What follows belongs to an exercise in optimizing a design on an open flow for small area, a short achievable clock period and few clock cycles per item; a production flow would make more cautious choices.
Where RTL was checked, it was by simulation tests only, not by an equivalence proof against the original.
Only the layout flow was run in run 1; the RTL was not checked for function there.

==> flow/design.v (outline; a module is shown in full before it is edited, if it fits) <==
// module bdte_epoch: 227 lines
// module bdte_ctrl: 20 lines
// module bdte_datapath: 188 lines
// module broken_down_time_to_epoch: 49 lines
module broken_down_time_to_epoch (
  input  logic               clk_i,
  input  logic               rst_ni,
  input  logic               start,
  output logic               busy,
  input  logic signed [10:0] second_in_i,
  input  logic signed [10:0] minute_in_i,
  input  logic signed [10:0] hour_in_i,
  input  logic signed [10:0] day_in_i,
  input  logic signed [7:0]  month_in_i,
  input  logic        [7:0]  year_in_i,
  output logic               done_o,
  output logic        [5:0]  second_out_o,
  output logic        [5:0]  minute_out_o,
  output logic        [4:0]  hour_out_o,
  output logic        [4:0]  day_out_o,
  output logic        [3:0]  month_out_o,
  output logic signed [9:0]  year_out_o,
  output logic        [8:0]  day_of_year_o,
  output logic signed [33:0] epoch_seconds_o
);
  // ...
==> flow/flow/run.sh <==
#!/bin/bash
# The standard layout, with the port buffers made from sky130_fd_sc_hd__buf_2
# cells instead of the default delay buffers. make's output goes to
# flow_make.log in the work folder; each ORFS step keeps its own log under
# orfs/logs.
set -euo pipefail
export BUFFER_PORTS_ARGS="-buffer_cell sky130_fd_sc_hd__buf_2"
bash standard.sh > flow_make.log 2>&1
==> flow/standard.sh <==
#!/bin/bash
# synth_recipe.tcl (not shown) runs the flow's synth.tcl, then flattens the netlist and writes it again
# the make line also repeats each setting of config.mk as NAME=value (left out here)
make -C /OpenROAD-flow-scripts/flow DESIGN_CONFIG=/design/flow/config.mk WORK_HOME=/design/flow/orfs CLKGATE_MAP_FILE= SYNTH_SCRIPT=/design/flow/synth_recipe.tcl "${@:-finish}"
==> flow/config.mk <==
export PLATFORM = sky130hd
export DESIGN_NAME = broken_down_time_to_epoch
export DESIGN_NICKNAME = broken_down_time_to_epoch
export VERILOG_FILES = /design/flow/design.v
export SDC_FILE = /design/flow/constraint.sdc
export NUM_CORES = 4
export LEC_CHECK = 0
export CAP_MARGIN = 20
export CORE_MARGIN = 2
export CORE_UTILIZATION = 40
export SLEW_MARGIN = 20
==> flow/constraint.sdc <==
create_clock -name core_clock -period 9.0 [get_ports {clk_i}]
set_input_delay 1.8000 -clock core_clock [delete_from_list [all_inputs] [get_ports {clk_i}]]
set_output_delay 1.8000 -clock core_clock [all_outputs]
set_load 0.01 [all_outputs]
==> flow_summary_export.csv, run 1 <==
group,metric,value,unit
setup_path,cpLargestDelayFamily,"compound AO/OA/AOI/OAI gates",
sta,skew,6.26,ps
setup_path,slowest_stage,"nor2_1",
logic_synthesis,synth-main-ff-cell,"edfxtp_1",
finish,max_flop_register,"u_datapath.du_q",
worst_hold_path,min-delay-start,"u_ctrl.busy_q",
logic_synthesis,ys_types,88,
die,die_y,182,um
finish,fin_util,44.6,%
drt,ant_nets,0,
clock_tree,cts_resized,0,
finish,layoutNonFillerInstCount,2089,
finish,clockBufferCount,5,
finish,multi_input_area,10400,um^2
drt,wirelength_met1,14.6,mm
status,status,"finished clean",
sta,slew_violations,0,
logic_synthesis,syn_area,12700,um^2
worst_hold_path,min_to,"u_ctrl.busy_q",
global_route,grt_pass1_vias,10976,
clock_tree,clock_latency,290,ps
die,fp.dieArea,33100,um^2
setup_path,r2r_cells,1,
finish,diodes,0,
clock_tree,cts.htree.levels,2,
logic_synthesis,synth_area_leaders,"ha_1, fa_1, edfxtp_1, inv_1, a21oi_1",
==> module bdte_datapath, before the edit <==
module bdte_datapath (
  input  logic               clk_i,
  input  logic               load_i,
  input  logic signed [10:0] second_in_i,
  input  logic signed [10:0] minute_in_i,
  input  logic signed [10:0] hour_in_i,
  input  logic signed [10:0] day_in_i,
  input  logic signed [7:0]  month_in_i,
  input  logic        [7:0]  year_in_i,
  output logic        [5:0]  second_out_o,
  output logic        [5:0]  minute_out_o,
  output logic        [4:0]  hour_out_o,
  output logic        [4:0]  day_out_o,
  output logic        [3:0]  month_out_o,
  output logic signed [9:0]  year_out_o,
  output logic        [8:0]  day_of_year_o,
  output logic signed [33:0] epoch_seconds_o
);
  logic signed [4:0] hs;
  logic signed [7:0] vs;
  logic signed [2:0] ks;
  logic        [5:0] sec_n;
  assign hs = second_in_i[10:6];
  assign vs = $signed({2'b00, second_in_i[5:0]}) + $signed({hs[4], hs, 2'b00});
  always_comb begin
    if      (vs >= 8'sd120) ks = 3'sd2;
    else if (vs >= 8'sd60)  ks = 3'sd1;
    else if (vs >= 8'sd0)   ks = 3'sd0;
    else if (vs >= -8'sd60) ks = -3'sd1;
    else                    ks = -3'sd2;
  end
  assign sec_n = 6'(vs[5:0] + {ks[2], ks[2], ks, 1'b0} + {ks[2], ks[2], ks, 1'b0});
  logic signed [4:0] hm;
  logic signed [7:0] vm0;
  logic signed [2:0] km0;
  logic        [5:0] rm0;
  assign hm  = minute_in_i[10:6];
  assign vm0 = $signed({2'b00, minute_in_i[5:0]}) + $signed({hm[4], hm, 2'b00});
  always_comb begin
    if      (vm0 >= 8'sd120) km0 = 3'sd2;
    else if (vm0 >= 8'sd60)  km0 = 3'sd1;
    else if (vm0 >= 8'sd0)   km0 = 3'sd0;
    else if (vm0 >= -8'sd60) km0 = -3'sd1;
    else                     km0 = -3'sd2;
  end
  assign rm0 = 6'(vm0[5:0] + {km0[2], km0, 2'b00});
  logic signed [5:0] qs;
  logic signed [7:0] w;
  logic signed [1:0] c2;
  logic        [5:0] min_n;
  assign qs = 6'(hs) + 6'(ks);
  assign w  = $signed({2'b00, rm0}) + $signed({{2{qs[5]}}, qs});
  assign c2 = w[7] ? -2'sd1 : (w >= 8'sd60) ? 2'sd1 : 2'sd0;
  assign min_n = 6'(w[5:0] + {c2[1], c2[1], c2, 2'b00});
  logic signed [6:0] qh;           
  logic        [1:0] mh;
  logic        [4:0] rh;
  assign {qh, mh} = bdte_pkg::bdte_divmod3_8(hour_in_i[10:3]);
  assign rh = {mh, hour_in_i[2:0]};
  logic signed [6:0] bu;
  logic signed [1:0] c3;
  logic signed [1:0] c3_c [3];
  logic        [4:0] hour_n;
  assign bu = $signed({2'b00, rh}) + $signed({{2{hm[4]}}, hm}) + $signed({{4{km0[2]}}, km0});
  for (genvar i = 0; i < 3; i++) begin : g_c3
    localparam int K = i - 1;
    always_comb begin
      if      (bu < 7'sd0 - 7'(K))   c3_c[i] = -2'sd1;
      else if (bu >= 7'sd24 - 7'(K)) c3_c[i] = 2'sd1;
      else                           c3_c[i] = 2'sd0;
    end
  end
  always_comb begin
    case (c2)
      -2'sd1:  c3 = c3_c[0];
      2'sd0:   c3 = c3_c[1];
      default: c3 = c3_c[2];
    endcase
  end
  assign hour_n = 5'(bu[4:0] + {{3{c2[1]}}, c2} + {c3, 3'b000});
  logic [4:0]  t;
  logic [3:0]  mo;
  logic [8:0]  ya;
  logic [6:0]  a;
  logic [1:0]  yb;
  assign {t, mo} = bdte_pkg::bdte_month_split(month_in_i);
  assign ya = {1'b0, year_in_i} + {4'd0, t};
  assign a  = ya[8:2];
  assign yb = year_in_i[1:0] + t[1:0];
  logic [11:0] dq, dqm, kday, du_p, du_m;
  assign dq   = 12'(13'(day_in_i) + 13'(qh) + 13'd1095);
  assign dqm  = 12'(13'(day_in_i) + 13'(qh) + 13'd1094);
  assign kday = {1'b0, bdte_pkg::bdte_kday(yb, mo)};
  assign du_p = dq + kday + {11'd0, (c3 == 2'sd1)};
  assign du_m = dqm + kday;
  logic [11:0] du;
  assign du = (c3 == -2'sd1) ? du_m : du_p;
  logic [5:0]         sec_q, min_q;
  logic [4:0]         hour_q;
  logic        [11:0] du_q;
  logic [6:0]         a_q;
  always_ff @(posedge clk_i) begin
    if (load_i) begin
      sec_q  <= sec_n;
      min_q  <= min_n;
      hour_q <= hour_n;
      du_q   <= du;
      a_q    <= a;
    end
  end
  logic [8:0] ge_y;
  assign ge_y[0] = (du_q >= 12'd365);
  assign ge_y[1] = (du_q >= 12'd730);
  assign ge_y[2] = (du_q >= 12'd1096);
  assign ge_y[3] = (du_q >= 12'd1461);
  assign ge_y[4] = (du_q >= 12'd1826);
  assign ge_y[5] = (du_q >= 12'd2191);
  assign ge_y[6] = (du_q >= 12'd2557);
  assign ge_y[7] = (du_q >= 12'd2922);
  assign ge_y[8] = (du_q >= 12'd3287);
  logic [3:0] j;
  logic [8:0] ystart;              
  always_comb begin
    if      (ge_y[8]) begin j = 4'd9; ystart = 9'(12'd3287); end
    else if (ge_y[7]) begin j = 4'd8; ystart = 9'(12'd2922); end
    else if (ge_y[6]) begin j = 4'd7; ystart = 9'(12'd2557); end
    else if (ge_y[5]) begin j = 4'd6; ystart = 9'(12'd2191); end
    else if (ge_y[4]) begin j = 4'd5; ystart = 9'(12'd1826); end
    else if (ge_y[3]) begin j = 4'd4; ystart = 9'(12'd1461); end
    else if (ge_y[2]) begin j = 4'd3; ystart = 9'(12'd1096); end
    else if (ge_y[1]) begin j = 4'd2; ystart = 9'(12'd730);  end
    else if (ge_y[0]) begin j = 4'd1; ystart = 9'(12'd365);  end
    else              begin j = 4'd0; ystart = 9'd0;         end
  end
  logic [8:0] doy;                 
  assign doy = du_q[8:0] - ystart;
  logic [3:0] mp;
  logic [4:0] dk;                  
  always_comb begin
    if      (doy >= 9'd337) begin mp = 4'd11; dk = 5'd16; end
    else if (doy >= 9'd306) begin mp = 4'd10; dk = 5'd15; end
    else if (doy >= 9'd275) begin mp = 4'd9; dk = 5'd14; end
    else if (doy >= 9'd245) begin mp = 4'd8; dk = 5'd12; end
    else if (doy >= 9'd214) begin mp = 4'd7; dk = 5'd11; end
    else if (doy >= 9'd184) begin mp = 4'd6; dk = 5'd9; end
    else if (doy >= 9'd153) begin mp = 4'd5; dk = 5'd8; end
    else if (doy >= 9'd122) begin mp = 4'd4; dk = 5'd7; end
    else if (doy >= 9'd92)  begin mp = 4'd3; dk = 5'd5; end
    else if (doy >= 9'd61)  begin mp = 4'd2; dk = 5'd4; end
    else if (doy >= 9'd31)  begin mp = 4'd1; dk = 5'd2; end
    else                    begin mp = 4'd0;  dk = 5'd1;  end
  end
  logic jf;                        
  assign jf = (mp >= 4'd10);
  assign day_out_o     = doy[4:0] + dk;
  assign month_out_o   = jf ? (mp - 4'd10) : (mp + 4'd2);
  assign day_of_year_o = jf ? (doy - 9'd306)
                            : (doy + 9'd59 + {8'd0, ((j == 4'd3) || (j == 4'd7))});
  logic [9:0] ybase;
  assign ybase      = {1'b0, a_q, 2'b00} + {6'd0, j} - 10'd23;
  assign year_out_o = $signed(ybase + {9'd0, jf});
  logic [9:0] ge_j;
  assign ge_j[0] = (du_q >= 12'd306);
  assign ge_j[3] = (du_q >= 12'd1402);
  assign ge_j[4] = (du_q >= 12'd1767);
  assign ge_j[7] = (du_q >= 12'd2863);
  assign ge_j[8] = (du_q >= 12'd3228);
  assign {ge_j[9], ge_j[6:5], ge_j[2:1]} = '0;
  logic y1, before69, corr;
  assign y1       = !ge_j[0] || (ge_j[3] && !ge_j[4]) || (ge_j[7] && !ge_j[8]);
  assign before69 = (a_q < 7'd21) || ((a_q == 7'd21) && !ge_j[7])
                 || ((a_q == 7'd22) && !ge_j[3]);
  assign corr     = before69 && !y1;
  logic [33:0] epoch;
  bdte_epoch u_epoch (
    .a_i     (a_q),
    .du_i    (du_q),
    .corr_i  (corr),
    .hour_i  (hour_q),
    .min_i   (min_q),
    .sec_i   (sec_q),
    .epoch_o (epoch)
  );
  assign epoch_seconds_o = $signed(epoch);
  assign second_out_o = sec_q;
  assign minute_out_o = min_q;
  assign hour_out_o   = hour_q;
endmodule
==> inputs of run 2 (changes only) <==
--- a/flow/design.v
+++ b/flow/design.v
@@ -621,230 +621,236 @@
   input  logic        corr_i,
   input  logic [4:0]  hour_i,
   input  logic [5:0]  min_i,
   input  logic [5:0]  sec_i,
   output logic [33:0] epoch_o
 );
   logic [6:0] na;
   logic [5:0] nm;
-  logic [4:0] nh;
   assign na = ~a_i;
   assign nm = ~min_i;
-  assign nh = ~hour_i;
-  logic fs0, fc0, fs1, fc1, fs2, fc2, fs3, fc3, fs4, fc4, fs5, fc5, fs6, fc6, fs7, fc7, fs8, fc8, fs9, fc9, fs10, fc10, fs11, fc11, fs12, fc12, fs13, fc13, fs14, fc14, fs15, fc15, fs16, fc16, fs17, fc17, fs18, fc18, fs19, fc19, fs20, fc20, fs21, fc21, fs22, fc22, fs23, fc23, fs24, fc24, fs25, fc25, fs26, fc26, fs27, fc27, fs28, fc28, fs29, fc29, fs30, fc30, fs31, fc31, fs32, fc32, fs33, fc33, fs34, fc34, fs35, fc35, fs36, fc36, fs37, fc37, fs38, fc38, fs39, fc39, fs40, fc40, fs41, fc41, fs42, fc42, fs43, fc43, fs44, fc44, fs45, fc45, fs46, fc46, fs47, fc47, fs48, fc48, fs49, fc49, fs50, fc50, fs51, fc51, fs52, fc52, fs53, fc53, fs54, fc54, fs55, fc55, fs56, fc56, fs57, fc57, fs58, fc58, fs59, fc59, fs60, fc60, fs61, fc61, fs62, fc62, fs63, fc63, fs64, fc64, fs65, fc65, fs66, fc66, fs67, fc67, fs68, fc68, fs69, fc69, fs70, fc70, fs71, fc71, fs72, fc72, fs73, fc73, fs74, fc74, fs75, fc75, fs76, fc76, fs77, fc77, fs78, fc78, fs79, fc79, fs80, fc80, fs81, fc81, fs82, fc82, fs83, fc83, fs84, fc84, fs85, fc85, fs86, fc86, fs87, fc87, fs88, fc88, fs89, fc89, fs90, fc90, fs91, fc91, fs92, fc92, fs93, fc93, fs94, fc94, fs95, fc95, fs96, fc96, fs97, fc97, fs98, fc98, fs99, fc99, fs100, fc100, fs101, fc101, fs102, fc102;
-  assign fs0 = du_i[0] ^ du_i[4];
-  assign fc0 = du_i[0] & du_i[4];
-  assign fs1 = a_i[0] ^ du_i[1] ^ du_i[5];
-  assign fc1 = (a_i[0] & du_i[1]) | (a_i[0] & du_i[5]) | (du_i[1] & du_i[5]);
-  assign fs2 = 1'b1 ^ a_i[1] ^ du_i[0];
-  assign fc2 = (1'b1 & a_i[1]) | (1'b1 & du_i[0]) | (a_i[1] & du_i[0]);
-  assign fs3 = du_i[2] ^ du_i[6];
-  assign fc3 = du_i[2] & du_i[6];
-  assign fs4 = a_i[2] ^ du_i[1] ^ du_i[3];
-  assign fc4 = (a_i[2] & du_i[1]) | (a_i[2] & du_i[3]) | (du_i[1] & du_i[3]);
-  assign fs5 = 1'b1 ^ a_i[3] ^ du_i[0];
-  assign fc5 = (1'b1 & a_i[3]) | (1'b1 & du_i[0]) | (a_i[3] & du_i[0]);
-  assign fs6 = du_i[2] ^ du_i[4] ^ du_i[8];
-  assign fc6 = (du_i[2] & du_i[4]) | (du_i[2] & du_i[8]) | (du_i[4] & du_i[8]);
-  assign fs7 = a_i[4] ^ du_i[10] ^ du_i[1];
-  assign fc7 = (a_i[4] & du_i[10]) | (a_i[4] & du_i[1]) | (du_i[10] & du_i[1]);
-  assign fs8 = du_i[3] ^ du_i[5];
-  assign fc8 = du_i[3] & du_i[5];
-  assign fs9 = a_i[5] ^ du_i[10] ^ du_i[11];
-  assign fc9 = (a_i[5] & du_i[10]) | (a_i[5] & du_i[11]) | (du_i[10] & du_i[11]);
-  assign fs10 = du_i[2] ^ du_i[4];
-  assign fc10 = du_i[2] & du_i[4];
-  assign fs11 = a_i[0] ^ a_i[6] ^ du_i[11];
-  assign fc11 = (a_i[0] & a_i[6]) | (a_i[0] & du_i[11]) | (a_i[6] & du_i[11]);
+  logic fs0, fc0, fs1, fc1, fs2, fc2, fs3, fc3, fs4, fc4, fs5, fc5, fs6, fc6, fs7, fc7, fs8, fc8, fs9, fc9, fs10, fc10, fs11, fc11, fs12, fc12, fs13, fc13, fs14, fc14, fs15, fc15, fs16, fc16, fs17, fc17, fs18, fc18, fs19, fc19, fs20, fc20, fs21, fc21, fs22, fc22, fs23, fc23, fs24, fc24, fs25, fc25, fs26, fc26, fs27, fc27, fs28, fc28, fs29, fc29, fs30, fc30, fs31, fc31, fs32, fc32, fs33, fc33, fs34, fc34, fs35, fc35, fs36, fc36, fs37, fc37, fs38, fc38, fs39, fc39, fs40, fc40, fs41, fc41, fs42, fc42, fs43, fc43, fs44, fc44, fs45, fc45, fs46, fc46, fs47, fc47, fs48, fc48, fs49, fc49, fs50, fc50, fs51, fc51, fs52, fc52, fs53, fc53, fs54, fc54, fs55, fc55, fs56, fc56, fs57, fc57, fs58, fc58, fs59, fc59, fs60, fc60, fs61, fc61, fs62, fc62, fs63, fc63, fs64, fc64, fs65, fc65, fs66, fc66, fs67, fc67, fs68, fc68, fs69, fc69, fs70, fc70, fs71, fc71, fs72, fc72, fs73, fc73, fs74, fc74, fs75, fc75, fs76, fc76, fs77, fc77, fs78, fc78, fs79, fc79, fs80, fc80, fs81, fc81, fs82, fc82, fs83, fc83, fs84, fc84, fs85, fc85, fs86, fc86, fs87, fc87, fs88, fc88, fs89, fc89, fs90, fc90, fs91, fc91, fs92, fc92, fs93, fc93, fs94, fc94, fs95, fc95, fs96, fc96, fs97, fc97, fs98, fc98, fs99, fc99, fs100, fc100, fs101, fc101, fs102, fc102, fs103, fc103, fs104, fc104, fs105, fc105, fs106, fc106;
+  assign fs0 = du_i[3] ^ du_i[4];
+  assign fc0 = du_i[3] & du_i[4];
+  assign fs1 = du_i[0] ^ du_i[4] ^ du_i[5];
+  assign fc1 = (du_i[0] & du_i[4]) | (du_i[0] & du_i[5]) | (du_i[4] & du_i[5]);
+  assign fs2 = hour_i[1] ^ hour_i[2];
+  assign fc2 = hour_i[1] & hour_i[2];
+  assign fs3 = a_i[0] ^ du_i[1] ^ du_i[5];
+  assign fc3 = (a_i[0] & du_i[1]) | (a_i[0] & du_i[5]) | (du_i[1] & du_i[5]);
+  assign fs4 = du_i[6] ^ hour_i[2] ^ hour_i[3];
+  assign fc4 = (du_i[6] & hour_i[2]) | (du_i[6] & hour_i[3]) | (hour_i[2] & hour_i[3]);
+  assign fs5 = a_i[1] ^ du_i[0] ^ du_i[2];
+  assign fc5 = (a_i[1] & du_i[0]) | (a_i[1] & du_i[2]) | (du_i[0] & du_i[2]);
+  assign fs6 = du_i[6] ^ du_i[7] ^ hour_i[3];
+  assign fc6 = (du_i[6] & du_i[7]) | (du_i[6] & hour_i[3]) | (du_i[7] & hour_i[3]);
+  assign fs7 = 1'b1 ^ a_i[2] ^ du_i[1];
+  assign fc7 = (1'b1 & a_i[2]) | (1'b1 & du_i[1]) | (a_i[2] & du_i[1]);
+  assign fs8 = du_i[3] ^ du_i[7];
+  assign fc8 = du_i[3] & du_i[7];
+  assign fs9 = 1'b1 ^ a_i[3] ^ du_i[0];
+  assign fc9 = (1'b1 & a_i[3]) | (1'b1 & du_i[0]) | (a_i[3] & du_i[0]);
+  assign fs10 = du_i[2] ^ du_i[4] ^ du_i[8];
+  assign fc10 = (du_i[2] & du_i[4]) | (du_i[2] & du_i[8]) | (du_i[4] & du_i[8]);
+  assign fs11 = a_i[4] ^ du_i[10] ^ du_i[1];
+  assign fc11 = (a_i[4] & du_i[10]) | (a_i[4] & du_i[1]) | (du_i[10] & du_i[1]);
   assign fs12 = du_i[3] ^ du_i[5];
   assign fc12 = du_i[3] & du_i[5];
-  assign fs13 = a_i[1] ^ du_i[4];
-  assign fc13 = a_i[1] & du_i[4];
-  assign fs14 = 1'b1 ^ a_i[2];
-  assign fc14 = 1'b1 & a_i[2];
-  assign fs15 = 1'b1 ^ a_i[3];
-  assign fc15 = 1'b1 & a_i[3];
-  assign fs16 = 1'b1 ^ a_i[4] ^ du_i[11];
-  assign fc16 = (1'b1 & a_i[4]) | (1'b1 & du_i[11]) | (a_i[4] & du_i[11]);
-  assign fs17 = du_i[0] ^ hour_i[3] ^ min_i[1];
-  assign fc17 = (du_i[0] & hour_i[3]) | (du_i[0] & min_i[1]) | (hour_i[3] & min_i[1]);
-  assign fs18 = du_i[0] ^ du_i[1] ^ hour_i[4];
-  assign fc18 = (du_i[0] & du_i[1]) | (du_i[0] & hour_i[4]) | (du_i[1] & hour_i[4]);
-  assign fs19 = min_i[2] ^ na[1];
-  assign fc19 = min_i[2] & na[1];
-  assign fs20 = 1'b1 ^ du_i[1] ^ du_i[2];
-  assign fc20 = (1'b1 & du_i[1]) | (1'b1 & du_i[2]) | (du_i[1] & du_i[2]);
-  assign fs21 = min_i[3] ^ na[2] ^ nh[0];
-  assign fc21 = (min_i[3] & na[2]) | (min_i[3] & nh[0]) | (na[2] & nh[0]);
-  assign fs22 = du_i[2] ^ du_i[3] ^ min_i[4];
-  assign fc22 = (du_i[2] & du_i[3]) | (du_i[2] & min_i[4]) | (du_i[3] & min_i[4]);
-  assign fs23 = na[3] ^ nh[1];
-  assign fc23 = na[3] & nh[1];
-  assign fs24 = du_i[3] ^ du_i[4] ^ min_i[5];
-  assign fc24 = (du_i[3] & du_i[4]) | (du_i[3] & min_i[5]) | (du_i[4] & min_i[5]);
-  assign fs25 = na[4] ^ nh[2];
-  assign fc25 = na[4] & nh[2];
-  assign fs26 = du_i[5] ^ hour_i[0] ^ na[5];
-  assign fc26 = (du_i[5] & hour_i[0]) | (du_i[5] & na[5]) | (hour_i[0] & na[5]);
-  assign fs27 = nh[3] ^ fs0 ^ fc25;
-  assign fc27 = (nh[3] & fs0) | (nh[3] & fc25) | (fs0 & fc25);
-  assign fs28 = du_i[6] ^ hour_i[1] ^ na[6];
-  assign fc28 = (du_i[6] & hour_i[1]) | (du_i[6] & na[6]) | (hour_i[1] & na[6]);
-  assign fs29 = nh[4] ^ fc0 ^ fs1;
-  assign fc29 = (nh[4] & fc0) | (nh[4] & fs1) | (fc0 & fs1);
-  assign fs30 = du_i[7] ^ hour_i[2] ^ fs3;
-  assign fc30 = (du_i[7] & hour_i[2]) | (du_i[7] & fs3) | (hour_i[2] & fs3);
-  assign fs31 = fc1 ^ fs2 ^ fc28;
-  assign fc31 = (fc1 & fs2) | (fc1 & fc28) | (fs2 & fc28);
-  assign fs32 = du_i[7] ^ du_i[8] ^ hour_i[3];
-  assign fc32 = (du_i[7] & du_i[8]) | (du_i[7] & hour_i[3]) | (du_i[8] & hour_i[3]);
-  assign fs33 = fc3 ^ fc2 ^ fs4;
-  assign fc33 = (fc3 & fc2) | (fc3 & fs4) | (fc2 & fs4);
-  assign fs34 = du_i[9] ^ hour_i[4] ^ fc32;
-  assign fc34 = (du_i[9] & hour_i[4]) | (du_i[9] & fc32) | (hour_i[4] & fc32);
-  assign fs35 = fc4 ^ fs5 ^ fs6;
-  assign fc35 = (fc4 & fs5) | (fc4 & fs6) | (fs5 & fs6);
-  assign fs36 = du_i[9] ^ na[0] ^ fs8;
-  assign fc36 = (du_i[9] & na[0]) | (du_i[9] & fs8) | (na[0] & fs8);
+  assign fs13 = a_i[5] ^ du_i[10] ^ du_i[11];
+  assign fc13 = (a_i[5] & du_i[10]) | (a_i[5] & du_i[11]) | (du_i[10] & du_i[11]);
+  assign fs14 = du_i[2] ^ du_i[4];
+  assign fc14 = du_i[2] & du_i[4];
+  assign fs15 = a_i[0] ^ a_i[6] ^ du_i[11];
+  assign fc15 = (a_i[0] & a_i[6]) | (a_i[0] & du_i[11]) | (a_i[6] & du_i[11]);
+  assign fs16 = du_i[3] ^ du_i[5];
+  assign fc16 = du_i[3] & du_i[5];
+  assign fs17 = a_i[1] ^ du_i[4];
+  assign fc17 = a_i[1] & du_i[4];
+  assign fs18 = 1'b1 ^ a_i[2];
+  assign fc18 = 1'b1 & a_i[2];
+  assign fs19 = 1'b1 ^ a_i[3];
+  assign fc19 = 1'b1 & a_i[3];
+  assign fs20 = 1'b1 ^ a_i[4] ^ du_i[11];
+  assign fc20 = (1'b1 & a_i[4]) | (1'b1 & du_i[11]) | (a_i[4] & du_i[11]);
+  assign fs21 = du_i[0] ^ hour_i[3] ^ min_i[1];
+  assign fc21 = (du_i[0] & hour_i[3]) | (du_i[0] & min_i[1]) | (hour_i[3] & min_i[1]);
+  assign fs22 = du_i[0] ^ du_i[1] ^ hour_i[4];
+  assign fc22 = (du_i[0] & du_i[1]) | (du_i[0] & hour_i[4]) | (du_i[1] & hour_i[4]);
+  assign fs23 = min_i[2] ^ na[1];
+  assign fc23 = min_i[2] & na[1];
+  assign fs24 = du_i[1] ^ du_i[2] ^ hour_i[0];
+  assign fc24 = (du_i[1] & du_i[2]) | (du_i[1] & hour_i[0]) | (du_i[2] & hour_i[0]);
+  assign fs25 = min_i[3] ^ na[2];
+  assign fc25 = min_i[3] & na[2];
+  assign fs26 = du_i[2] ^ du_i[3] ^ hour_i[0];
+  assign fc26 = (du_i[2] & du_i[3]) | (du_i[2] & hour_i[0]) | (du_i[3] & hour_i[0]);
+  assign fs27 = hour_i[1] ^ min_i[4] ^ na[3];
+  assign fc27 = (hour_i[1] & min_i[4]) | (hour_i[1] & na[3]) | (min_i[4] & na[3]);
+  assign fs28 = hour_i[0] ^ hour_i[1] ^ hour_i[2];
+  assign fc28 = (hour_i[0] & hour_i[1]) | (hour_i[0] & hour_i[2]) | (hour_i[1] & hour_i[2]);
+  assign fs29 = min_i[5] ^ na[4] ^ fs0;
+  assign fc29 = (min_i[5] & na[4]) | (min_i[5] & fs0) | (na[4] & fs0);
+  assign fs30 = hour_i[3] ^ na[5] ^ fc0;
+  assign fc30 = (hour_i[3] & na[5]) | (hour_i[3] & fc0) | (na[5] & fc0);
+  assign fs31 = fs2 ^ fc28 ^ fs1;
+  assign fc31 = (fs2 & fc28) | (fs2 & fs1) | (fc28 & fs1);
+  assign fs32 = hour_i[4] ^ na[6] ^ fc2;
+  assign fc32 = (hour_i[4] & na[6]) | (hour_i[4] & fc2) | (na[6] & fc2);
+  assign fs33 = fc1 ^ fs3 ^ fs4;
+  assign fc33 = (fc1 & fs3) | (fc1 & fs4) | (fs3 & fs4);
+  assign fs34 = hour_i[4] ^ fc3 ^ fc4;
+  assign fc34 = (hour_i[4] & fc3) | (hour_i[4] & fc4) | (fc3 & fc4);
+  assign fs35 = fs5 ^ fs6 ^ fc32;
+  assign fc35 = (fs5 & fs6) | (fs5 & fc32) | (fs6 & fc32);
+  assign fs36 = du_i[8] ^ hour_i[4] ^ fs8;
+  assign fc36 = (du_i[8] & hour_i[4]) | (du_i[8] & fs8) | (hour_i[4] & fs8);
   assign fs37 = fc5 ^ fc6 ^ fs7;
   assign fc37 = (fc5 & fc6) | (fc5 & fs7) | (fc6 & fs7);
-  assign fs38 = du_i[6] ^ na[1] ^ fc8;
-  assign fc38 = (du_i[6] & na[1]) | (du_i[6] & fc8) | (na[1] & fc8);
-  assign fs39 = fs10 ^ fc7 ^ fs9;
-  assign fc39 = (fs10 & fc7) | (fs10 & fs9) | (fc7 & fs9);
-  assign fs40 = du_i[7] ^ na[2] ^ fc10;
-  assign fc40 = (du_i[7] & na[2]) | (du_i[7] & fc10) | (na[2] & fc10);
-  assign fs41 = fs12 ^ fc9 ^ fs11;
-  assign fc41 = (fs12 & fc9) | (fs12 & fs11) | (fc9 & fs11);
-  assign fs42 = du_i[6] ^ du_i[8] ^ na[3];
-  assign fc42 = (du_i[6] & du_i[8]) | (du_i[6] & na[3]) | (du_i[8] & na[3]);
-  assign fs43 = fc12 ^ fs13 ^ fc11;
-  assign fc43 = (fc12 & fs13) | (fc12 & fc11) | (fs13 & fc11);
-  assign fs44 = du_i[5] ^ du_i[7] ^ du_i[9];
-  assign fc44 = (du_i[5] & du_i[7]) | (du_i[5] & du_i[9]) | (du_i[7] & du_i[9]);
-  assign fs45 = na[4] ^ fc13 ^ fs14;
-  assign fc45 = (na[4] & fc13) | (na[4] & fs14) | (fc13 & fs14);
-  assign fs46 = du_i[10] ^ du_i[6] ^ du_i[8];
-  assign fc46 = (du_i[10] & du_i[6]) | (du_i[10] & du_i[8]) | (du_i[6] & du_i[8]);
-  assign fs47 = na[5] ^ fc14 ^ fs15;
-  assign fc47 = (na[5] & fc14) | (na[5] & fs15) | (fc14 & fs15);
-  assign fs48 = du_i[7] ^ du_i[9] ^ na[0];
-  assign fc48 = (du_i[7] & du_i[9]) | (du_i[7] & na[0]) | (du_i[9] & na[0]);
-  assign fs49 = na[6] ^ fc15 ^ fc46;
-  assign fc49 = (na[6] & fc15) | (na[6] & fc46) | (fc15 & fc46);
-  assign fs50 = a_i[5] ^ du_i[10] ^ du_i[8];
-  assign fc50 = (a_i[5] & du_i[10]) | (a_i[5] & du_i[8]) | (du_i[10] & du_i[8]);
-  assign fs51 = na[1] ^ fc16;
-  assign fc51 = na[1] & fc16;
-  assign fs52 = a_i[6] ^ du_i[11] ^ du_i[9];
-  assign fc52 = (a_i[6] & du_i[11]) | (a_i[6] & du_i[9]) | (du_i[11] & du_i[9]);
-  assign fs53 = na[0] ^ nm[5];
-  assign fc53 = na[0] & nm[5];
-  assign fs54 = fc53 ^ fs19 ^ fc17;
-  assign fc54 = (fc53 & fs19) | (fc53 & fc17) | (fs19 & fc17);
-  assign fs55 = fc19 ^ fc18 ^ fs20;
-  assign fc55 = (fc19 & fc18) | (fc19 & fs20) | (fc18 & fs20);
-  assign fs56 = fs23 ^ fc20 ^ fs22;
-  assign fc56 = (fs23 & fc20) | (fs23 & fs22) | (fc20 & fs22);
-  assign fs57 = fc23 ^ fs25 ^ fc22;
-  assign fc57 = (fc23 & fs25) | (fc23 & fc22) | (fs25 & fc22);
-  assign fs58 = fc24 ^ fs26 ^ fc57;
-  assign fc58 = (fc24 & fs26) | (fc24 & fc57) | (fs26 & fc57);
-  assign fs59 = fc26 ^ fs28 ^ fc27;
-  assign fc59 = (fc26 & fs28) | (fc26 & fc27) | (fs28 & fc27);
-  assign fs60 = fs30 ^ fc29 ^ fs31;
-  assign fc60 = (fs30 & fc29) | (fs30 & fs31) | (fc29 & fs31);
-  assign fs61 = fs32 ^ fc30 ^ fc31;
-  assign fc61 = (fs32 & fc30) | (fs32 & fc31) | (fc30 & fc31);
-  assign fs62 = fc33 ^ fs34 ^ fs35;
-  assign fc62 = (fc33 & fs34) | (fc33 & fs35) | (fs34 & fs35);
-  assign fs63 = fs36 ^ fc34 ^ fc35;
-  assign fc63 = (fs36 & fc34) | (fs36 & fc35) | (fc34 & fc35);
-  assign fs64 = fc36 ^ fs38 ^ fc37;
-  assign fc64 = (fc36 & fs38) | (fc36 & fc37) | (fs38 & fc37);
-  assign fs65 = fc38 ^ fs40 ^ fc39;
-  assign fc65 = (fc38 & fs40) | (fc38 & fc39) | (fs40 & fc39);
-  assign fs66 = fs42 ^ fc40 ^ fc41;
-  assign fc66 = (fs42 & fc40) | (fs42 & fc41) | (fc40 & fc41);
-  assign fs67 = fs44 ^ fc42 ^ fs45;
-  assign fc67 = (fs44 & fc42) | (fs44 & fs45) | (fc42 & fs45);
-  assign fs68 = fc44 ^ fs46 ^ fc45;
-  assign fc68 = (fc44 & fs46) | (fc44 & fc45) | (fs46 & fc45);
-  assign fs69 = fs16 ^ fs48 ^ fc47;
-  assign fc69 = (fs16 & fs48) | (fs16 & fc47) | (fs48 & fc47);
-  assign fs70 = fs50 ^ fc48 ^ fs51;
-  assign fc70 = (fs50 & fc48) | (fs50 & fs51) | (fc48 & fs51);
-  assign fs71 = na[2] ^ fc50 ^ fs52;
-  assign fc71 = (na[2] & fc50) | (na[2] & fs52) | (fc50 & fs52);
-  assign fs72 = du_i[10] ^ na[3];
-  assign fc72 = du_i[10] & na[3];
-  assign fs73 = a_i[0] ^ du_i[11];
-  assign fc73 = a_i[0] & du_i[11];
-  assign fs74 = 1'b1 ^ a_i[1];
-  assign fc74 = 1'b1 & a_i[1];
-  assign fs75 = 1'b1 ^ sec_i[2];
-  assign fc75 = 1'b1 & sec_i[2];
-  assign fs76 = sec_i[3] ^ nm[1];
-  assign fc76 = sec_i[3] & nm[1];
-  assign fs77 = hour_i[0] ^ sec_i[4] ^ nm[2];
-  assign fc77 = (hour_i[0] & sec_i[4]) | (hour_i[0] & nm[2]) | (sec_i[4] & nm[2]);
-  assign fs78 = hour_i[1] ^ sec_i[5] ^ nm[3];
-  assign fc78 = (hour_i[1] & sec_i[5]) | (hour_i[1] & nm[3]) | (sec_i[5] & nm[3]);
-  assign fs79 = hour_i[2] ^ min_i[0] ^ nm[4];
-  assign fc79 = (hour_i[2] & min_i[0]) | (hour_i[2] & nm[4]) | (min_i[0] & nm[4]);
-  assign fs80 = fs53 ^ fs17 ^ fc79;
-  assign fc80 = (fs53 & fs17) | (fs53 & fc79) | (fs17 & fc79);
-  assign fs81 = fs18 ^ fs54 ^ fc80;
-  assign fc81 = (fs18 & fs54) | (fs18 & fc80) | (fs54 & fc80);
-  assign fs82 = fs21 ^ fc54 ^ fs55;
-  assign fc82 = (fs21 & fc54) | (fs21 & fs55) | (fc54 & fs55);
-  assign fs83 = fc21 ^ fc55 ^ fs56;
-  assign fc83 = (fc21 & fc55) | (fc21 & fs56) | (fc55 & fs56);
-  assign fs84 = fs24 ^ fc56 ^ fs57;
-  assign fc84 = (fs24 & fc56) | (fs24 & fs57) | (fc56 & fs57);
-  assign fs85 = fs27 ^ corr_i ^ fc84;
-  assign fc85 = (fs27 & corr_i) | (fs27 & fc84) | (corr_i & fc84);
-  assign fs86 = fs29 ^ fc58 ^ fs59;
-  assign fc86 = (fs29 & fc58) | (fs29 & fs59) | (fc58 & fs59);
-  assign fs87 = fc59 ^ corr_i ^ fs60;
-  assign fc87 = (fc59 & corr_i) | (fc59 & fs60) | (corr_i & fs60);
-  assign fs88 = fs33 ^ fc60 ^ fs61;
-  assign fc88 = (fs33 & fc60) | (fs33 & fs61) | (fc60 & fs61);
-  assign fs89 = corr_i ^ fc61 ^ fs62;
-  assign fc89 = (corr_i & fc61) | (corr_i & fs62) | (fc61 & fs62);
-  assign fs90 = fs37 ^ fc62 ^ fs63;
-  assign fc90 = (fs37 & fc62) | (fs37 & fs63) | (fc62 & fs63);
-  assign fs91 = fs39 ^ fc63 ^ fs64;
-  assign fc91 = (fs39 & fc63) | (fs39 & fs64) | (fc63 & fs64);
-  assign fs92 = fs41 ^ fc64 ^ fs65;
-  assign fc92 = (fs41 & fc64) | (fs41 & fs65) | (fc64 & fs65);
-  assign fs93 = fs43 ^ fc65 ^ fs66;
-  assign fc93 = (fs43 & fc65) | (fs43 & fs66) | (fc65 & fs66);
-  assign fs94 = fc43 ^ fs67 ^ fc66;
-  assign fc94 = (fc43 & fs67) | (fc43 & fc66) | (fs67 & fc66);
-  assign fs95 = fs47 ^ fc67 ^ fs68;
-  assign fc95 = (fs47 & fc67) | (fs47 & fs68) | (fc67 & fs68);
-  assign fs96 = fs49 ^ fc68 ^ fs69;
-  assign fc96 = (fs49 & fc68) | (fs49 & fs69) | (fc68 & fs69);
-  assign fs97 = fc49 ^ fc69 ^ fs70;
-  assign fc97 = (fc49 & fc69) | (fc49 & fs70) | (fc69 & fs70);
-  assign fs98 = fc51 ^ fs71 ^ fc70;
-  assign fc98 = (fc51 & fs71) | (fc51 & fc70) | (fs71 & fc70);
-  assign fs99 = fs72 ^ fc52 ^ fc71;
-  assign fc99 = (fs72 & fc52) | (fs72 & fc71) | (fc52 & fc71);
-  assign fs100 = na[4] ^ fs73 ^ fc72;
-  assign fc100 = (na[4] & fs73) | (na[4] & fc72) | (fs73 & fc72);
-  assign fs101 = na[5] ^ fc73 ^ fs74;
-  assign fc101 = (na[5] & fc73) | (na[5] & fs74) | (fc73 & fs74);
-  assign fs102 = a_i[2] ^ na[6] ^ fc74;
-  assign fc102 = (a_i[2] & na[6]) | (a_i[2] & fc74) | (na[6] & fc74);
+  assign fs38 = du_i[9] ^ fc8 ^ fc7;
+  assign fc38 = (du_i[9] & fc8) | (du_i[9] & fc7) | (fc8 & fc7);
+  assign fs39 = fs10 ^ fs9 ^ fc36;
+  assign fc39 = (fs10 & fs9) | (fs10 & fc36) | (fs9 & fc36);
+  assign fs40 = du_i[9] ^ na[0] ^ fs12;
+  assign fc40 = (du_i[9] & na[0]) | (du_i[9] & fs12) | (na[0] & fs12);
+  assign fs41 = fc10 ^ fc9 ^ fs11;
+  assign fc41 = (fc10 & fc9) | (fc10 & fs11) | (fc9 & fs11);
+  assign fs42 = du_i[6] ^ na[1] ^ fc12;
+  assign fc42 = (du_i[6] & na[1]) | (du_i[6] & fc12) | (na[1] & fc12);
+  assign fs43 = fs14 ^ fc11 ^ fs13;
+  assign fc43 = (fs14 & fc11) | (fs14 & fs13) | (fc11 & fs13);
+  assign fs44 = du_i[7] ^ na[2] ^ fc14;
+  assign fc44 = (du_i[7] & na[2]) | (du_i[7] & fc14) | (na[2] & fc14);
+  assign fs45 = fs16 ^ fc13 ^ fs15;
+  assign fc45 = (fs16 & fc13) | (fs16 & fs15) | (fc13 & fs15);
+  assign fs46 = du_i[6] ^ du_i[8] ^ na[3];
+  assign fc46 = (du_i[6] & du_i[8]) | (du_i[6] & na[3]) | (du_i[8] & na[3]);
+  assign fs47 = fc16 ^ fs17 ^ fc15;
+  assign fc47 = (fc16 & fs17) | (fc16 & fc15) | (fs17 & fc15);
+  assign fs48 = du_i[5] ^ du_i[7] ^ du_i[9];
+  assign fc48 = (du_i[5] & du_i[7]) | (du_i[5] & du_i[9]) | (du_i[7] & du_i[9]);
+  assign fs49 = na[4] ^ fc17 ^ fs18;
+  assign fc49 = (na[4] & fc17) | (na[4] & fs18) | (fc17 & fs18);
+  assign fs50 = du_i[10] ^ du_i[6] ^ du_i[8];
+  assign fc50 = (du_i[10] & du_i[6]) | (du_i[10] & du_i[8]) | (du_i[6] & du_i[8]);
+  assign fs51 = na[5] ^ fc18 ^ fs19;
+  assign fc51 = (na[5] & fc18) | (na[5] & fs19) | (fc18 & fs19);
+  assign fs52 = du_i[7] ^ du_i[9] ^ na[0];
+  assign fc52 = (du_i[7] & du_i[9]) | (du_i[7] & na[0]) | (du_i[9] & na[0]);
+  assign fs53 = na[6] ^ fc19 ^ fc50;
+  assign fc53 = (na[6] & fc19) | (na[6] & fc50) | (fc19 & fc50);
+  assign fs54 = a_i[5] ^ du_i[10] ^ du_i[8];
+  assign fc54 = (a_i[5] & du_i[10]) | (a_i[5] & du_i[8]) | (du_i[10] & du_i[8]);
+  assign fs55 = na[1] ^ fc20;
+  assign fc55 = na[1] & fc20;
+  assign fs56 = a_i[6] ^ du_i[11] ^ du_i[9];
+  assign fc56 = (a_i[6] & du_i[11]) | (a_i[6] & du_i[9]) | (du_i[11] & du_i[9]);
+  assign fs57 = na[0] ^ nm[5];
+  assign fc57 = na[0] & nm[5];
+  assign fs58 = fc57 ^ fs23 ^ fc21;
+  assign fc58 = (fc57 & fs23) | (fc57 & fc21) | (fs23 & fc21);
+  assign fs59 = fc23 ^ fs25 ^ fc22;
+  assign fc59 = (fc23 & fs25) | (fc23 & fc22) | (fs25 & fc22);
+  assign fs60 = fc25 ^ fc24 ^ fs26;
+  assign fc60 = (fc25 & fc24) | (fc25 & fs26) | (fc24 & fs26);
+  assign fs61 = fc26 ^ fs28 ^ fc27;
+  assign fc61 = (fc26 & fs28) | (fc26 & fc27) | (fs28 & fc27);
+  assign fs62 = fc29 ^ fs30 ^ fc61;
+  assign fc62 = (fc29 & fs30) | (fc29 & fc61) | (fs30 & fc61);
+  assign fs63 = fc30 ^ fs32 ^ fc31;
+  assign fc63 = (fc30 & fs32) | (fc30 & fc31) | (fs32 & fc31);
+  assign fs64 = fc33 ^ fs34 ^ fs35;
+  assign fc64 = (fc33 & fs34) | (fc33 & fs35) | (fs34 & fs35);
+  assign fs65 = fs36 ^ fc34 ^ fs37;
+  assign fc65 = (fs36 & fc34) | (fs36 & fs37) | (fc34 & fs37);
+  assign fs66 = fc37 ^ fs38 ^ fs39;
+  assign fc66 = (fc37 & fs38) | (fc37 & fs39) | (fs38 & fs39);
+  assign fs67 = fs40 ^ fc38 ^ fs41;
+  assign fc67 = (fs40 & fc38) | (fs40 & fs41) | (fc38 & fs41);
+  assign fs68 = fc40 ^ fs42 ^ fc41;
+  assign fc68 = (fc40 & fs42) | (fc40 & fc41) | (fs42 & fc41);
+  assign fs69 = fc42 ^ fs44 ^ fc43;
+  assign fc69 = (fc42 & fs44) | (fc42 & fc43) | (fs44 & fc43);
+  assign fs70 = fs46 ^ fc44 ^ fc45;
+  assign fc70 = (fs46 & fc44) | (fs46 & fc45) | (fc44 & fc45);
+  assign fs71 = fs48 ^ fc46 ^ fs49;
+  assign fc71 = (fs48 & fc46) | (fs48 & fs49) | (fc46 & fs49);
+  assign fs72 = fc48 ^ fs50 ^ fc49;
+  assign fc72 = (fc48 & fs50) | (fc48 & fc49) | (fs50 & fc49);
+  assign fs73 = fs20 ^ fs52 ^ fc51;
+  assign fc73 = (fs20 & fs52) | (fs20 & fc51) | (fs52 & fc51);
+  assign fs74 = fs54 ^ fc52 ^ fs55;
+  assign fc74 = (fs54 & fc52) | (fs54 & fs55) | (fc52 & fs55);
+  assign fs75 = na[2] ^ fc54 ^ fs56;
+  assign fc75 = (na[2] & fc54) | (na[2] & fs56) | (fc54 & fs56);
+  assign fs76 = du_i[10] ^ na[3];
+  assign fc76 = du_i[10] & na[3];
+  assign fs77 = a_i[0] ^ du_i[11];
+  assign fc77 = a_i[0] & du_i[11];
+  assign fs78 = 1'b1 ^ a_i[1];
+  assign fc78 = 1'b1 & a_i[1];
+  assign fs79 = 1'b1 ^ sec_i[2];
+  assign fc79 = 1'b1 & sec_i[2];
+  assign fs80 = sec_i[3] ^ nm[1];
+  assign fc80 = sec_i[3] & nm[1];
+  assign fs81 = hour_i[0] ^ sec_i[4] ^ nm[2];
+  assign fc81 = (hour_i[0] & sec_i[4]) | (hour_i[0] & nm[2]) | (sec_i[4] & nm[2]);
+  assign fs82 = hour_i[1] ^ sec_i[5] ^ nm[3];
+  assign fc82 = (hour_i[1] & sec_i[5]) | (hour_i[1] & nm[3]) | (sec_i[5] & nm[3]);
+  assign fs83 = hour_i[2] ^ min_i[0] ^ nm[4];
+  assign fc83 = (hour_i[2] & min_i[0]) | (hour_i[2] & nm[4]) | (min_i[0] & nm[4]);
+  assign fs84 = fs57 ^ fs21 ^ fc83;
+  assign fc84 = (fs57 & fs21) | (fs57 & fc83) | (fs21 & fc83);
+  assign fs85 = fs22 ^ fs58 ^ fc84;
+  assign fc85 = (fs22 & fs58) | (fs22 & fc84) | (fs58 & fc84);
+  assign fs86 = fs24 ^ fc58 ^ fs59;
+  assign fc86 = (fs24 & fc58) | (fs24 & fs59) | (fc58 & fs59);
+  assign fs87 = fs27 ^ fc59 ^ fs60;
+  assign fc87 = (fs27 & fc59) | (fs27 & fs60) | (fc59 & fs60);
+  assign fs88 = fs29 ^ fc60 ^ fs61;
+  assign fc88 = (fs29 & fc60) | (fs29 & fs61) | (fc60 & fs61);
+  assign fs89 = fs31 ^ corr_i ^ fc88;
+  assign fc89 = (fs31 & corr_i) | (fs31 & fc88) | (corr_i & fc88);
+  assign fs90 = fs33 ^ fc62 ^ fs63;
+  assign fc90 = (fs33 & fc62) | (fs33 & fs63) | (fc62 & fs63);
+  assign fs91 = corr_i ^ fc63 ^ fs64;
+  assign fc91 = (corr_i & fc63) | (corr_i & fs64) | (fc63 & fs64);
+  assign fs92 = fc35 ^ fs65 ^ fc64;
+  assign fc92 = (fc35 & fs65) | (fc35 & fc64) | (fs65 & fc64);
+  assign fs93 = corr_i ^ fc65 ^ fs66;
+  assign fc93 = (corr_i & fc65) | (corr_i & fs66) | (fc65 & fs66);
+  assign fs94 = fc39 ^ fs67 ^ fc66;
+  assign fc94 = (fc39 & fs67) | (fc39 & fc66) | (fs67 & fc66);
+  assign fs95 = fs43 ^ fc67 ^ fs68;
+  assign fc95 = (fs43 & fc67) | (fs43 & fs68) | (fc67 & fs68);
+  assign fs96 = fs45 ^ fc68 ^ fs69;
+  assign fc96 = (fs45 & fc68) | (fs45 & fs69) | (fc68 & fs69);
+  assign fs97 = fs47 ^ fc69 ^ fs70;
+  assign fc97 = (fs47 & fc69) | (fs47 & fs70) | (fc69 & fs70);
+  assign fs98 = fc47 ^ fs71 ^ fc70;
+  assign fc98 = (fc47 & fs71) | (fc47 & fc70) | (fs71 & fc70);
+  assign fs99 = fs51 ^ fc71 ^ fs72;
+  assign fc99 = (fs51 & fc71) | (fs51 & fs72) | (fc71 & fs72);
+  assign fs100 = fs53 ^ fc72 ^ fs73;
+  assign fc100 = (fs53 & fc72) | (fs53 & fs73) | (fc72 & fs73);
+  assign fs101 = fc53 ^ fc73 ^ fs74;
+  assign fc101 = (fc53 & fc73) | (fc53 & fs74) | (fc73 & fs74);
+  assign fs102 = fc55 ^ fs75 ^ fc74;
+  assign fc102 = (fc55 & fs75) | (fc55 & fc74) | (fs75 & fc74);
+  assign fs103 = fs76 ^ fc56 ^ fc75;
+  assign fc103 = (fs76 & fc56) | (fs76 & fc75) | (fc56 & fc75);
+  assign fs104 = na[4] ^ fs77 ^ fc76;
+  assign fc104 = (na[4] & fs77) | (na[4] & fc76) | (fs77 & fc76);
+  assign fs105 = na[5] ^ fc77 ^ fs78;
+  assign fc105 = (na[5] & fc77) | (na[5] & fs78) | (fc77 & fs78);
+  assign fs106 = a_i[2] ^ na[6] ^ fc78;
+  assign fc106 = (a_i[2] & na[6]) | (a_i[2] & fc78) | (na[6] & fc78);
   logic [33:0] row0, row1;
-  assign row0 = {1'b1, 1'b1, a_i[4], a_i[3], fc101, fc100, fs100, fs99, fc97, fc96, fc95, fs95, fc93, fc92, fc91, fc90, fc89, fc88, fc87, fc86, fc85, fs58, fc83, fc82, fc81, corr_i, fs80, fc78, fc77, fc76, fc75, nm[0], sec_i[1], sec_i[0]};
-  assign row1 = {a_i[6], a_i[5], 1'b0, fc102, fs102, fs101, fc99, fc98, fs98, fs97, fs96, fc94, fs94, fs93, fs92, fs91, fs90, fs89, fs88, fs87, fs86, fs85, fs84, fs83, fs82, fs81, corr_i, fs79, fs78, fs77, fs76, fs75, 1'b0, 1'b0};
+  assign row0 = {1'b1, 1'b1, a_i[4], a_i[3], fc105, fc104, fs104, fs103, fc101, fc100, fc99, fs99, fc97, fc96, fc95, fs95, fs94, fc92, fc91, fc90, fc89, fs62, fc87, fc86, fc85, corr_i, fs84, fc82, fc81, fc80, fc79, nm[0], sec_i[1], sec_i[0]};
+  assign row1 = {a_i[6], a_i[5], 1'b0, fc106, fs106, fs105, fc103, fc102, fs102, fs101, fs100, fc98, fs98, fs97, fs96, fc94, fc93, fs93, fs92, fs91, fs90, fs89, fs88, fs87, fs86, fs85, corr_i, fs83, fs82, fs81, fs80, fs79, 1'b0, 1'b0};
   assign epoch_o = row0 + row1;
 endmodule
 module bdte_ctrl (
   input  logic clk_i,
   input  logic rst_ni,
   input  logic start,
   output logic accept_o,
   output logic busy,
@@ -890,63 +896,71 @@
     if      (vs >= 8'sd120) ks = 3'sd2;
     else if (vs >= 8'sd60)  ks = 3'sd1;
     else if (vs >= 8'sd0)   ks = 3'sd0;
     else if (vs >= -8'sd60) ks = -3'sd1;
     else                    ks = -3'sd2;
   end
   assign sec_n = 6'(vs[5:0] + {ks[2], ks[2], ks, 1'b0} + {ks[2], ks[2], ks, 1'b0});
   logic signed [4:0] hm;
-  logic signed [7:0] vm0;
-  logic signed [2:0] km0;
-  logic        [5:0] rm0;
-  assign hm  = minute_in_i[10:6];
-  assign vm0 = $signed({2'b00, minute_in_i[5:0]}) + $signed({hm[4], hm, 2'b00});
+  logic signed [8:0] bm;
+  logic signed [2:0] km;
+  logic signed [2:0] km_c [5];
+  logic        [5:0] min_n;
+  assign hm = minute_in_i[10:6];
+  assign bm = $signed({3'b000, minute_in_i[5:0]}) + $signed({hm[4], hm[4], hm, 2'b00})
+            + $signed({{4{hs[4]}}, hs});
+  for (genvar i = 0; i < 5; i++) begin : g_km
+    localparam int K = i - 2;
+    always_comb begin
+      if      (bm >= 9'sd120 - 9'(K)) km_c[i] = 3'sd2;
+      else if (bm >= 9'sd60 - 9'(K))  km_c[i] = 3'sd1;
+      else if (bm >= 9'sd0 - 9'(K))   km_c[i] = 3'sd0;
+      else if (bm >= -9'sd60 - 9'(K)) km_c[i] = -3'sd1;
+      else                            km_c[i] = -3'sd2;
+    end
+  end
   always_comb begin
-    if      (vm0 >= 8'sd120) km0 = 3'sd2;
-    else if (vm0 >= 8'sd60)  km0 = 3'sd1;
-    else if (vm0 >= 8'sd0)   km0 = 3'sd0;
-    else if (vm0 >= -8'sd60) km0 = -3'sd1;
-    else                     km0 = -3'sd2;
+    case (ks)
+      -3'sd2:  km = km_c[0];
+      -3'sd1:  km = km_c[1];
+      3'sd0:   km = km_c[2];
+      3'sd1:   km = km_c[3];
+      default: km = km_c[4];
+    endcase
   end
-  assign rm0 = 6'(vm0[5:0] + {km0[2], km0, 2'b00});
-  logic signed [5:0] qs;
-  logic signed [7:0] w;
-  logic signed [1:0] c2;
-  logic        [5:0] min_n;
-  assign qs = 6'(hs) + 6'(ks);
-  assign w  = $signed({2'b00, rm0}) + $signed({{2{qs[5]}}, qs});
-  assign c2 = w[7] ? -2'sd1 : (w >= 8'sd60) ? 2'sd1 : 2'sd0;
-  assign min_n = 6'(w[5:0] + {c2[1], c2[1], c2, 2'b00});
+  assign min_n = 6'(bm[5:0] + {{3{ks[2]}}, ks} + {km[2], km, 2'b00});
   logic signed [6:0] qh;           
   logic        [1:0] mh;
   logic        [4:0] rh;
   assign {qh, mh} = bdte_pkg::bdte_divmod3_8(hour_in_i[10:3]);
   assign rh = {mh, hour_in_i[2:0]};
   logic signed [6:0] bu;
   logic signed [1:0] c3;
-  logic signed [1:0] c3_c [3];
+  logic signed [1:0] c3_c [5];
   logic        [4:0] hour_n;
-  assign bu = $signed({2'b00, rh}) + $signed({{2{hm[4]}}, hm}) + $signed({{4{km0[2]}}, km0});
-  for (genvar i = 0; i < 3; i++) begin : g_c3
-    localparam int K = i - 1;
+  assign bu = $signed({2'b00, rh}) + $signed({{2{hm[4]}}, hm});
+  for (genvar i = 0; i < 5; i++) begin : g_c3
+    localparam int K = i - 2;
     always_comb begin
       if      (bu < 7'sd0 - 7'(K))   c3_c[i] = -2'sd1;
       else if (bu >= 7'sd24 - 7'(K)) c3_c[i] = 2'sd1;
       else                           c3_c[i] = 2'sd0;
     end
   end
   always_comb begin
-    case (c2)
-      -2'sd1:  c3 = c3_c[0];
-      2'sd0:   c3 = c3_c[1];
-      default: c3 = c3_c[2];
+    case (km)
+      -3'sd2:  c3 = c3_c[0];
+      -3'sd1:  c3 = c3_c[1];
+      3'sd0:   c3 = c3_c[2];
+      3'sd1:   c3 = c3_c[3];
+      default: c3 = c3_c[4];
     endcase
   end
-  assign hour_n = 5'(bu[4:0] + {{3{c2[1]}}, c2} + {c3, 3'b000});
+  assign hour_n = 5'(bu[4:0] + {{2{km[2]}}, km} + {c3, 3'b000});
   logic [4:0]  t;
   logic [3:0]  mo;
   logic [8:0]  ya;
   logic [6:0]  a;
   logic [1:0]  yb;
   assign {t, mo} = bdte_pkg::bdte_month_split(month_in_i);
   assign ya = {1'b0, year_in_i} + {4'd0, t};
   assign a  = ya[8:2];
@@ -994,47 +1008,54 @@
     else if (ge_y[2]) begin j = 4'd3; ystart = 9'(12'd1096); end
     else if (ge_y[1]) begin j = 4'd2; ystart = 9'(12'd730);  end
     else if (ge_y[0]) begin j = 4'd1; ystart = 9'(12'd365);  end
     else              begin j = 4'd0; ystart = 9'd0;         end
   end
   logic [8:0] doy;                 
   assign doy = du_q[8:0] - ystart;
   logic [3:0] mp;
-  logic [4:0] dk;                  
+  logic [8:0] mstart;
   always_comb begin
-    if      (doy >= 9'd337) begin mp = 4'd11; dk = 5'd16; end
-    else if (doy >= 9'd306) begin mp = 4'd10; dk = 5'd15; end
-    else if (doy >= 9'd275) begin mp = 4'd9; dk = 5'd14; end
-    else if (doy >= 9'd245) begin mp = 4'd8; dk = 5'd12; end
-    else if (doy >= 9'd214) begin mp = 4'd7; dk = 5'd11; end
-    else if (doy >= 9'd184) begin mp = 4'd6; dk = 5'd9; end
-    else if (doy >= 9'd153) begin mp = 4'd5; dk = 5'd8; end
-    else if (doy >= 9'd122) begin mp = 4'd4; dk = 5'd7; end
-    else if (doy >= 9'd92)  begin mp = 4'd3; dk = 5'd5; end
-    else if (doy >= 9'd61)  begin mp = 4'd2; dk = 5'd4; end
-    else if (doy >= 9'd31)  begin mp = 4'd1; dk = 5'd2; end
-    else                    begin mp = 4'd0;  dk = 5'd1;  end
+    if      (doy >= 9'd337) begin mp = 4'd11; mstart = 9'd337; end
+    else if (doy >= 9'd306) begin mp = 4'd10; mstart = 9'd306; end
+    else if (doy >= 9'd275) begin mp = 4'd9;  mstart = 9'd275; end
+    else if (doy >= 9'd245) begin mp = 4'd8;  mstart = 9'd245; end
+    else if (doy >= 9'd214) begin mp = 4'd7;  mstart = 9'd214; end
+    else if (doy >= 9'd184) begin mp = 4'd6;  mstart = 9'd184; end
+    else if (doy >= 9'd153) begin mp = 4'd5;  mstart = 9'd153; end
+    else if (doy >= 9'd122) begin mp = 4'd4;  mstart = 9'd122; end
+    else if (doy >= 9'd92)  begin mp = 4'd3;  mstart = 9'd92;  end
+    else if (doy >= 9'd61)  begin mp = 4'd2;  mstart = 9'd61;  end
+    else if (doy >= 9'd31)  begin mp = 4'd1;  mstart = 9'd31;  end
+    else                    begin mp = 4'd0;  mstart = 9'd0;   end
   end
   logic jf;                        
   assign jf = (mp >= 4'd10);
-  assign day_out_o     = doy[4:0] + dk;
+  assign day_out_o     = doy[4:0] - mstart[4:0] + 5'd1;
   assign month_out_o   = jf ? (mp - 4'd10) : (mp + 4'd2);
   assign day_of_year_o = jf ? (doy - 9'd306)
                             : (doy + 9'd59 + {8'd0, ((j == 4'd3) || (j == 4'd7))});
-  logic [9:0] ybase;
-  assign ybase      = {1'b0, a_q, 2'b00} + {6'd0, j} - 10'd23;
-  assign year_out_o = $signed(ybase + {9'd0, jf});
   logic [9:0] ge_j;
   assign ge_j[0] = (du_q >= 12'd306);
+  assign ge_j[1] = (du_q >= 12'd671);
+  assign ge_j[2] = (du_q >= 12'd1036);
   assign ge_j[3] = (du_q >= 12'd1402);
   assign ge_j[4] = (du_q >= 12'd1767);
+  assign ge_j[5] = (du_q >= 12'd2132);
+  assign ge_j[6] = (du_q >= 12'd2497);
   assign ge_j[7] = (du_q >= 12'd2863);
   assign ge_j[8] = (du_q >= 12'd3228);
-  assign {ge_j[9], ge_j[6:5], ge_j[2:1]} = '0;
+  assign ge_j[9] = (du_q >= 12'd3593);
+  logic [3:0] g;
+  always_comb begin
+    g = 4'd0;
+    for (int i = 0; i < 10; i++) g = g + {3'd0, ge_j[i]};
+  end
+  assign year_out_o = $signed({1'b0, a_q, 2'b00}) + $signed({6'd0, g}) - 10'sd23;
   logic y1, before69, corr;
   assign y1       = !ge_j[0] || (ge_j[3] && !ge_j[4]) || (ge_j[7] && !ge_j[8]);
   assign before69 = (a_q < 7'd21) || ((a_q == 7'd21) && !ge_j[7])
                  || ((a_q == 7'd22) && !ge_j[3]);
   assign corr     = before69 && !y1;
   logic [33:0] epoch;
   bdte_epoch u_epoch (
     .a_i     (a_q),
==> flow/run.sh (new file) <==
#!/bin/bash
# synth_recipe.tcl (not shown) runs the flow's synth.tcl, then flattens the netlist and writes it again
# the make line also repeats each setting of config.mk as NAME=value (left out here)
make -C /OpenROAD-flow-scripts/flow DESIGN_CONFIG=/design/flow/config.mk WORK_HOME=/design/flow/orfs CLKGATE_MAP_FILE= SYNTH_SCRIPT=/design/flow/synth_recipe.tcl finish
removed: flow/flow/run.sh
removed: flow/standard.sh
==> run 2 against run 1 <==
Still clean on timing, DRC and antenna; synthesized cell count grew 5.6%; sequential cell count unchanged; critical path depth rose by 4; fmax down 0.50%; critical path type unchanged; highest routed layer unchanged.
==> flow_summary_export.csv, run 2 <==
group,metric,value,unit
clock_tree,clk_pin_slew,50,ps
drt,drc,0,
finish,layout_common_cells,"inv_1, ha_1, clkdlybuf4s50_1, a21oi_1, fa_1",
logic_synthesis,synth_common_cells,"inv_1, ha_1, a21oi_1, fa_1, nand2_1",
placement,hpwlAfterDp,30.0,mm
worst_hold_path,min-delay-start,"u_ctrl.busy_q",
logic_synthesis,synth_top_family_by_area,"adder cells",
clock_tree,cts-root-buf,"clkbuf_16",
clock_tree,tritoncts,"yes",
logic_synthesis,yosys.area.top_type_share,18.4,%
global_route,grt_overflow,0,
logic_synthesis,synthXorXnorAreaFrac,7.42,%
clock_tree,holdBufCountCts,0,
finish,max_flop_register,"u_datapath.du_q",
sta,setup_ws,447,ps
logic_synthesis,ys_types,85,
logic_synthesis,synth_compound_area_share,23.2,%
sta,fin_crit_sh,95.0,%
logic_synthesis,synth_nets,2025,
finish,reg.largest.list,"u_datapath.du_q: 12 flops, u_datapath.a_q: 7 flops",
placement,portBuffers,143,
sta,timing.hold.ws,772,ps
setup_path,end_kind,"output pin",
drt,wl_per_cell,15.9,um
logic_synthesis,synth_area_leaders,"ha_1, fa_1, edfxtp_1, inv_1, xnor2_1",
placement,place_inst,2228,
global_route,met1_usage,29.1,%
logic_synthesis,synthArstFlopShare,2.70,%
placement,pre_cts_ws,-32.8,ps
drt,ant_nets,0,
finish,fin_nets,2166,
placement,gp_congestion,0.939,
die,row_count,66,
drt,vias_per_cell,5.36,
drt,drtPass1Iterations,5,
logic_synthesis,synthCells,1655,
global_route,grt_usage,20.8,%
setup_path,critPathMaxStageDelay,520,ps
setup_path,cpLargestDelayFamily,"compound AO/OA/AOI/OAI gates",
status,status,"finished clean",
setup_path,required,7200,ps
logic_synthesis,avgSynthCellArea,7.95,um^2
sta,slew-limit-headroom,33.2,%
setup_path,r2r_slack,7360,ps
global_route,grt_util_met2,35.0,%
logic_synthesis,ys_seq_elements,37,
finish,layoutNonFillerInstCount,2239,
setup_path,slowest_stage,"clkdlybuf4s50_1",
finish,diodes,0,
sta,fmax,117,MHz
drt,dr.first_iter.drc_count,752,
clock_tree,clk_path_buf_depth,2,
global_route,grt_pass1_wl,58.2,mm
setup_path,r2r_start,"u_ctrl.busy_q",
worst_hold_path,whs_path_depth,1,
setup_path,critPathLaunchType,"register",
worst_hold_path,min_to,"u_ctrl.busy_q",
sta,skew,3.99,ps
logic_synthesis,synth_top_area_cell,"ha_1",
setup_path,cp.arrival,6750,ps
finish,largest_reg_flops,12,
sta,hold_violations,0,
drt,routed_wl,35.5,mm
die,fp.dieArea,34400,um^2
global_route,grt_pass1_vias,11595,
clock_tree,numCtsBuffers,5,
die,die_w,185,um
finish,fillCellCount,3183,
global_route,antenna_found_initial,0,
logic_synthesis,ys_seq_area_share,8.40,%
sta,worst_slew_pin_slew,1000,ps
global_route,top_usage_layer,"met2",
finish,fin_util,47.7,%
sta,min_period,8550,ps
logic_synthesis,syn_area,13200,um^2
run,maxCapViolCount,0,
logic_synthesis,synth-main-ff-cell,"edfxtp_1",
setup_path,critical_path_class,"reg -> out",
worst_hold_path,hold_path_class,"reg -> reg",
logic_synthesis,synth_mux_area_share,1.50,%
finish,mostFrequentLayoutCell,"inv_1",
logic_synthesis,synth_enable_flop_cells,36,
die,coreArea,32500,um^2
clock_tree,clock_latency,280,ps
clock_tree,cts.htree.levels,2,
drt,vias,12012,
global_route,grt_max_degree,38,
sta,setup_viol,0,
die,die_y,185,um
sta,slew_violations,0,
logic_synthesis,synthSimpleGateAreaFrac,15.0,%
logic_synthesis,yosysMostFrequentCell,"inv_1",
finish,syn2layout_area_growth,17.6,%
die,start_util,40.6,%
setup_path,r2r_cells,1,
setup_path,crit_buf_inv,7,
die,io_pins,144,
clock_tree,clock_sinks,37,
setup_path,crit_fanout,5,
setup_path,rr_endpoint,"u_datapath.min_q[3]",
global_route,gr-usage-met3,0.570,%
logic_synthesis,synth_fa_ha_area_share,35.6,%
finish,drive_above_1_share,5.40,%
logic_synthesis,ys_warn_count,4,
==> run 2: changes by cell type in the layout (fill, tap and decap cells not counted), sizes merged, moves of 9 or more <==
cell	change
clkdlybuf4s50	+141
buf	-124
nand2	+20
xnor2	+18
xor2	-14
a21o	-13
nand4	+11
a211oi	+10
inv	+10
a21oi	+9
a311oi	-9
nand2b	+9
o21a	-9
==> run 2: worst max-delay path by stage <==
| stage | start | to | slack, ps | cells past startpoint |
|---|---|---|---|---|
| 3_5_place_dp | u_datapath.du_q[2] | day_out_o[4] | -30 | 33 |
| 4_1_cts | u_datapath.du_q[2] | day_out_o[4] | 6 | 34 |
| 3_3_place_gp | u_datapath.du_q[2] | day_out_o[4] | 150 | 33 |
| 5_1_grt | u_datapath.du_q[2] | day_out_o[4] | -30 | 34 |
| 2_1_floorplan | u_datapath.du_q[7] | day_out_o[4] | 870 | 31 |
| 6_report | u_datapath.du_q[2] | day_out_o[2] | 450 | 31 |
==> run 2: area by class of cell <==
cell class / count / area (um^2) / share of cell area, %
well taps: 442 / 553 / 3.57
clock buffers: 6 / 129 / 0.832
flip-flops and latches: 37 / 1110 / 7.14
multi-input cells: 1315 / 11000 / 70.9
repair buffers: 186 / 1760 / 11.4
inverters: 251 / 943 / 6.09
clock inverters: 2 / 10.0 / 0.0646
==> run 2: repair_timing <==
item                                    CTS  global route
pin swaps                                 1             4
endpoints found under the setup margin    3             5
resized for setup                         5            17
setup buffers                             1             2
==> run 2: through the flow <==
stage / setup TNS (ps) / instance area, um^2
2_1_floorplan: 0 / 13200
3_3_place_gp: 0 / 15300
3_5_place_dp: -32.8 / 15300
4_1_cts: 0 / 15400
5_1_grt: -61.7 / 15500
6_report: 0 / 15500
==> run 2: metal layers <==
layer / part of all wire [%] / wire [um]
met1: 47 / 16900
met2: 47 / 16700
met3: 3.1 / 1090
met4: 2.5 / 888
met5: 0 / 0
==> run 2: logic make-up (layout without fill, tap and decap cells) <==
family	count (synthesis)	after routing
fa+ha+maj	307	307
xor+xnor	110	110
buf+inv	303	445
flops	37	37
mux	19	19
compound gates	467	467
simple gates	412	412
Testbench counts of run 2, summed over its fixed seeds: cycles 9,600, items 4,800.

## separate check: timing with driven ports
No port has a modelled driver above. Below, the same layouts with a new extraction and two added sets of constraints.
Step 1, drivers: a clkbuf_16 drives clk_i and a buf_2 each remaining input, both assumed.
Step 2 adds t to the input delays and takes it off the output delays; t is the mean of the earliest and latest rising clock arrival at the registers after step 1. Input paths then give back, and output paths get back, about the clock's delay inside the block.
Three values: ideal ports, drivers, drivers and shift; two values: the first two.
run | shift t [ns] | slack for setup (ns) | latest minus earliest clock arrival (ns) | slew at the worst register clock pin (ns) | pins driven straight from the clock port
run 1 | 0.318 | 0.490 / 0.454 / 0.297 | 0.006 / 0.006 | 0.06 / 0.06 | 1
run 2 | 0.310 | 0.447 / 0.410 / 0.332 | 0.005 / 0.006 | 0.06 / 0.06 | 1
After both steps setup and hold are still met in every run listed. For run 1, which loses most, drivers alone change the setup slack by -0.036 ns; drivers and shift together by -0.193 ns.
